What follows belongs to an exercise in optimizing a design on an open flow for small area, a short achievable clock period and few clock cycles per item; a production flow would make more cautious choices. In this exercise RTL edits were held to simulation tests only and were not proved equivalent to the original. Power is estimated from default activity; no workload was simulated.

==> run a <==
## wtm32
module wtm32 (
  input  wire logic        clk,
  input  wire logic        arst_n,
  input  wire logic        in_valid,
  input  wire logic [31:0] in_a,
  input  wire logic [31:0] in_b,
  output logic             in_ready,
  output logic             out_valid,
  output logic [63:0]      out_product,
  input  wire logic        credit_ret
);
clock: 8.0 ns
lec_check: 0
cap_margin: 20
core_margin: 2
core_utilization: 40
setup_slack_margin: 4.4
slew_margin: 20
synth_hierarchical: 1
standard.sh (not shown) runs the stock make flow with config.mk's settings and CLKGATE_MAP_FILE= SYNTH_SCRIPT=/design/flow/synth_recipe.tcl, a recipe that flattens the netlist after the stock synthesis.
==> flow/flow/run.sh <==
#!/bin/bash
# Own flow: the standard synthesis, then every combinational cell that
# synthesis sized above drive 1 is set back to drive 1 (hierarchical
# synthesis sizes each leaf module alone, without its real load), then
# the standard layout from floorplan to finish.  Timing repair in the
# layout steps upsizes again where a path needs it.  Every port still gets
# its own buffer, but a buf_1 rather than the default clkdlybuf4s50_1.
set -euo pipefail
bash standard.sh synth > synth_std.log 2>&1
R=orfs/results/${FLOW_PLATFORM}/wtm32/base
python3 flow/downsize.py "$R/1_2_yosys.v" > downsize.log 2>&1
rm -f "$R/1_synth.odb" "$R/1_synth.sdc"
export BUFFER_PORTS_ARGS="-buffer_cell sky130_fd_sc_hd__buf_1"
bash standard.sh > layout_std.log 2>&1
==> flow/flow/downsize.py <==
#!/usr/bin/env python3
"""Set combinational cells of a sky130hd netlist to drive strength 1.
Flip-flops, latches, buffers, clock cells and tie cells are left alone."""
import re, sys
path = sys.argv[1]
src = open(path).read()
KEEP = ('df', 'dl', 'sdf', 'edf', 'buf', 'clk', 'conb', 'tap', 'fill', 'decap', 'diode', 'dly', 'ha_', 'fa_')
import os
lib = os.path.join(os.environ.get('FLOW_HOME', '/OpenROAD-flow-scripts/flow'),
                   'platforms/sky130hd/lib/sky130_fd_sc_hd__tt_025C_1v80.lib')
cells = set(re.findall(r'cell \("sky130_fd_sc_hd__(\w+)"\)', open(lib).read()))
count = {}
def repl(m):
    base, size = m.group(1), m.group(2)
    name = base + '_' + size
    if size in ('0', '1') or name.startswith(KEEP) or (base + '_1') not in cells:
        return m.group(0)
    count[name] = count.get(name, 0) + 1
    return 'sky130_fd_sc_hd__' + base + '_1 '
out = re.sub(r'\bsky130_fd_sc_hd__([a-z0-9]+(?:_[a-z0-9]+)*?)_(\d+)\s', repl, src)
open(path, 'w').write(out)
for k, v in sorted(count.items()):
    print(k, '->', k.rsplit('_', 1)[0] + '_1', v)
==> run b (differences from run a) <==
--- a/flow/config.mk
+++ b/flow/config.mk
@@ -8,6 +8,8 @@
 export CAP_MARGIN = 20
 export CORE_MARGIN = 2
-export CORE_UTILIZATION = 40
-export SETUP_SLACK_MARGIN = 4.4
+export CORE_UTILIZATION = 55
+export CTS_CLUSTER_DIAMETER = 80
+export CTS_CLUSTER_SIZE = 35
+export SETUP_SLACK_MARGIN = 4.5
 export SLEW_MARGIN = 20
 export SYNTH_HIERARCHICAL = 1
==> run c (differences from run a) <==
--- a/flow/config.mk
+++ b/flow/config.mk
@@ -8,6 +8,8 @@
 export CAP_MARGIN = 20
 export CORE_MARGIN = 2
-export CORE_UTILIZATION = 40
-export SETUP_SLACK_MARGIN = 4.4
+export CORE_UTILIZATION = 68
+export CTS_CLUSTER_DIAMETER = 60
+export CTS_CLUSTER_SIZE = 30
+export SETUP_SLACK_MARGIN = 4.5
 export SLEW_MARGIN = 20
 export SYNTH_HIERARCHICAL = 1
==> flow_metrics.tcl <==
set metrics [dict create \
    crit_slowest_cell "dfxtp_4" \
    status "complete, no violations" \
    mostFrequentLayoutCells "xnor2_1, a22oi_1, fa_1, dfxtp_1, nand2_1" \
    fin_crit_sh_pct 44.42 \
    clk_latency_ps 620 \
]
the above is filed under run c

==> flow_metrics.tcl <==
set metrics [dict create \
    ant_nets 0 \
    mostFrequentLayoutCells "xnor2_1, a22oi_1, fa_1, dfxtp_1, nand2_1" \
    fin_crit_sh_pct 43.78 \
    clk_latency_ps 610 \
    status "complete, no violations" \
]
the above is filed under run b

==> flow_metrics.tcl <==
set metrics [dict create \
    status "complete, no violations" \
    grtUsageMet2_pct 46.13 \
    fin_crit_sh_pct 44.49 \
    mostFrequentLayoutCells "xnor2_1, a22oi_1, fa_1, dfxtp_1, nand2_1" \
    crit_slowest_cell "fa_1" \
    syn_to_final_growth_pct 12.41 \
]
the above is filed under run a

Testbench counts of run a, summed over its fixed seeds: cycles 3,224, items 3,200.
Testbench counts of run b, summed over its fixed seeds: cycles 3,224, items 3,200.
Testbench counts of run c, summed over its fixed seeds: cycles 3,224, items 3,200.

* * *

==> job 1448 <==
wtm32 again, from the RTL that the note above started with.
Design wtm32, start of the top module:
module wtm32 (
  input  wire logic        clk,
  input  wire logic        arst_n,
  input  wire logic        in_valid,
  input  wire logic [31:0] in_a,
  input  wire logic [31:0] in_b,
  output logic             in_ready,
  output logic             out_valid,
  output logic [63:0]      out_product,
  input  wire logic        credit_ret
);
  logic [2:0] credits, credits_nx;
  logic       ready;
  logic       accept;
  logic       v1, v2;
  assign in_ready = ready;
  assign accept   = in_valid & ready;
  always_comb begin
    case ({accept, credit_ret})
      2'b10:   credits_nx = credits - 3'd1;
      2'b01:   credits_nx = credits + 3'd1;
      default: credits_nx = credits;
    endcase
  end
  always_ff @(posedge clk or negedge arst_n) begin
    if (!arst_n) begin
      credits   <= 3'd4;
      ready     <= 1'b1;
      v1        <= 1'b0;
      v2        <= 1'b0;
      out_valid <= 1'b0;
    end else begin
      credits   <= credits_nx;
      ready     <= (credits_nx != 3'd0);
      v1        <= accept;
      v2        <= v1;
      out_valid <= v2;
    end
  end
  logic [31:0] a_q;
  logic [16:0] bd_one, bd_two, bd_neg, bq_one, bq_two, bq_neg, bq_pos;
  logic [34:0] bx;
  assign bx = {2'b0, in_b, 1'b0};
  for (genvar i = 0; i < 17; i++) begin : g_benc
    assign bd_one[i] = bx[2*i+1] ^ bx[2*i];
    assign bd_two[i] = (bx[2*i+2] & ~bx[2*i+1] & ~bx[2*i]) | (~bx[2*i+2] & bx[2*i+1] & bx[2*i]);
    assign bd_neg[i] = bx[2*i+2];
  end
  assign bq_pos = ~bq_neg;
  logic [170:0] cs_q, cs_d;
  logic [63:0] row_x, row_y, sum;
  logic pp1;
  logic pp3;
  logic pp5;
  logic pp7;
  logic pp9;
  logic pp11;
  logic pp13;
  logic pp15;
  logic pp17;
  logic pp19;
  logic pp21;
  logic pp23;
  logic pp25;
  logic pp27;
  logic pp29;
  logic pp31;
  logic pp33;
  logic pp35;
  logic pp37;
  logic pp39;
  logic pp41;
  logic pp43;
  logic pp45;
  logic pp47;
  logic pp49;
  logic pp51;
  logic pp53;
  logic pp55;
  logic pp57;
  logic pp59;
  logic pp61;
  logic pp63;
  logic pp65;
  logic pp67;
  logic pp69;
  logic pp71;
  logic pp73;
  logic pp75;
  logic pp77;
  logic pp79;
  logic pp81;
  logic pp83;
  logic pp85;
  logic pp87;
  logic pp89;
  logic pp91;
  logic pp93;
  logic pp95;
  logic pp97;
  logic pp99;
  logic pp101;
  logic pp103;
  logic pp105;
  ...
==> flow/config.mk <==
export PLATFORM = sky130hd
export DESIGN_NAME = wtm32
export DESIGN_NICKNAME = wtm32
export VERILOG_FILES = /design/flow/design.v
export SDC_FILE = /design/flow/constraint.sdc
export NUM_CORES = 4
export LEC_CHECK = 0
export CAP_MARGIN = 20
export CORE_MARGIN = 2
export CORE_UTILIZATION = 40
export SETUP_SLACK_MARGIN = 4.8
export SLEW_MARGIN = 20
export SYNTH_HIERARCHICAL = 1
export TNS_END_PERCENT = 0
==> flow/constraint.sdc <==
create_clock -name core_clock -period 8.0 [get_ports {clk}]
set_input_delay 1.6000 -clock core_clock [delete_from_list [all_inputs] [get_ports {clk}]]
set_output_delay 1.6000 -clock core_clock [all_outputs]
set_load 0.01 [all_outputs]
Scripts as last shown in full above: flow/flow/run.sh, flow/flow/downsize.py
==> job 1693: changes against job 1448 <==
--- a/flow/config.mk
+++ b/flow/config.mk
@@ -7,8 +7,10 @@
 export LEC_CHECK = 0
 export CAP_MARGIN = 20
 export CORE_MARGIN = 2
-export CORE_UTILIZATION = 40
-export SETUP_SLACK_MARGIN = 4.8
+export CORE_UTILIZATION = 55
+export CTS_CLUSTER_DIAMETER = 80
+export CTS_CLUSTER_SIZE = 35
+export SETUP_SLACK_MARGIN = 4.6
 export SLEW_MARGIN = 20
 export SYNTH_HIERARCHICAL = 1
 export TNS_END_PERCENT = 0
==> comparison table <==
Total chip power: job 1693 18300 µW; job 1448 21000 µW
Clock Power Share: job 1693 0.081; job 1448 0.095
Placer Congestion: job 1693 0.966; job 1448 0.935
Power attributed to sequential cells: job 1693 3180 µW; job 1448 2970 µW
# clk buffers: job 1693 25; job 1448 47
Maximum fanout along the worst path: job 1693 32; job 1448 17
Proportion of final cell area spent on non-clock buffers: job 1693 0.0223; job 1448 0.106
CP Buf/Inv Count: job 1693 0; job 1448 1
Largest stage delay on the critical path: job 1693 0.80 ns; job 1448 0.60 ns
Capture point of the critical path: job 1693 cs_q[101]; job 1448 cs_q[42]
Clock latency on the worst-skew pair: job 1693 0.61 ns; job 1448 0.59 ns
Result of the run: job 1693 finished clean; job 1448 finished clean
Storage cell area: job 1693 6710 µm²; job 1448 6730 µm²
Met1 Wirelength: job 1693 40200 µm; job 1448 46100 µm
Fraction of layout instances using a drive strength above 1: job 1693 0.0599; job 1448 0.151
Die width: job 1693 233 µm; job 1448 272 µm
GRT met2 Usage: job 1693 0.591; job 1448 0.456
Initial antenna violation count: job 1693 0; job 1448 3
Power Density: job 1693 577 nW/µm²; job 1448 585 nW/µm²
H-tree levels: job 1693 1; job 1448 2
Testbench counts of job 1448, summed over its fixed seeds: cycles 3,224, items 3,200.
Testbench counts of job 1693, summed over its fixed seeds: cycles 3,224, items 3,200.

[port drivers added, routing unchanged]
How much do the figures lean on ideal ports? The routed layouts below were timed once more, with nothing changed but the port constraints.
Step 1 (the two cells are an assumption about what drives the block):
set clk [get_ports {clk}]
set_driving_cell -lib_cell sky130_fd_sc_hd__clkbuf_16 $clk
set_driving_cell -lib_cell sky130_fd_sc_hd__buf_2 [delete_from_list [all_inputs] $clk]
Step 2 also shifts input and output timing later by t, the mid clock arrival at the registers, as if the neighbouring blocks saw the same clock.
Three values: ideal ports, drivers, drivers and shift; two values: the first two.
run	t (ns)	setup WS [ns]	worst register clock-pin slew, ns	pins driven straight from the clock port
run a	0.643	4.441 / 4.441 / 4.441	0.07 / 0.07	1
run b	0.657	4.497 / 4.497 / 4.497	0.11 / 0.11	1
run c	0.659	4.446 / 4.446 / 4.446	0.09 / 0.09	1
job 1448	0.635	4.605 / 4.605 / 4.605	0.07 / 0.07	1
job 1693	0.661	4.426 / 4.426 / 4.426	0.11 / 0.11	1
After both steps setup and hold are still met in every run listed.
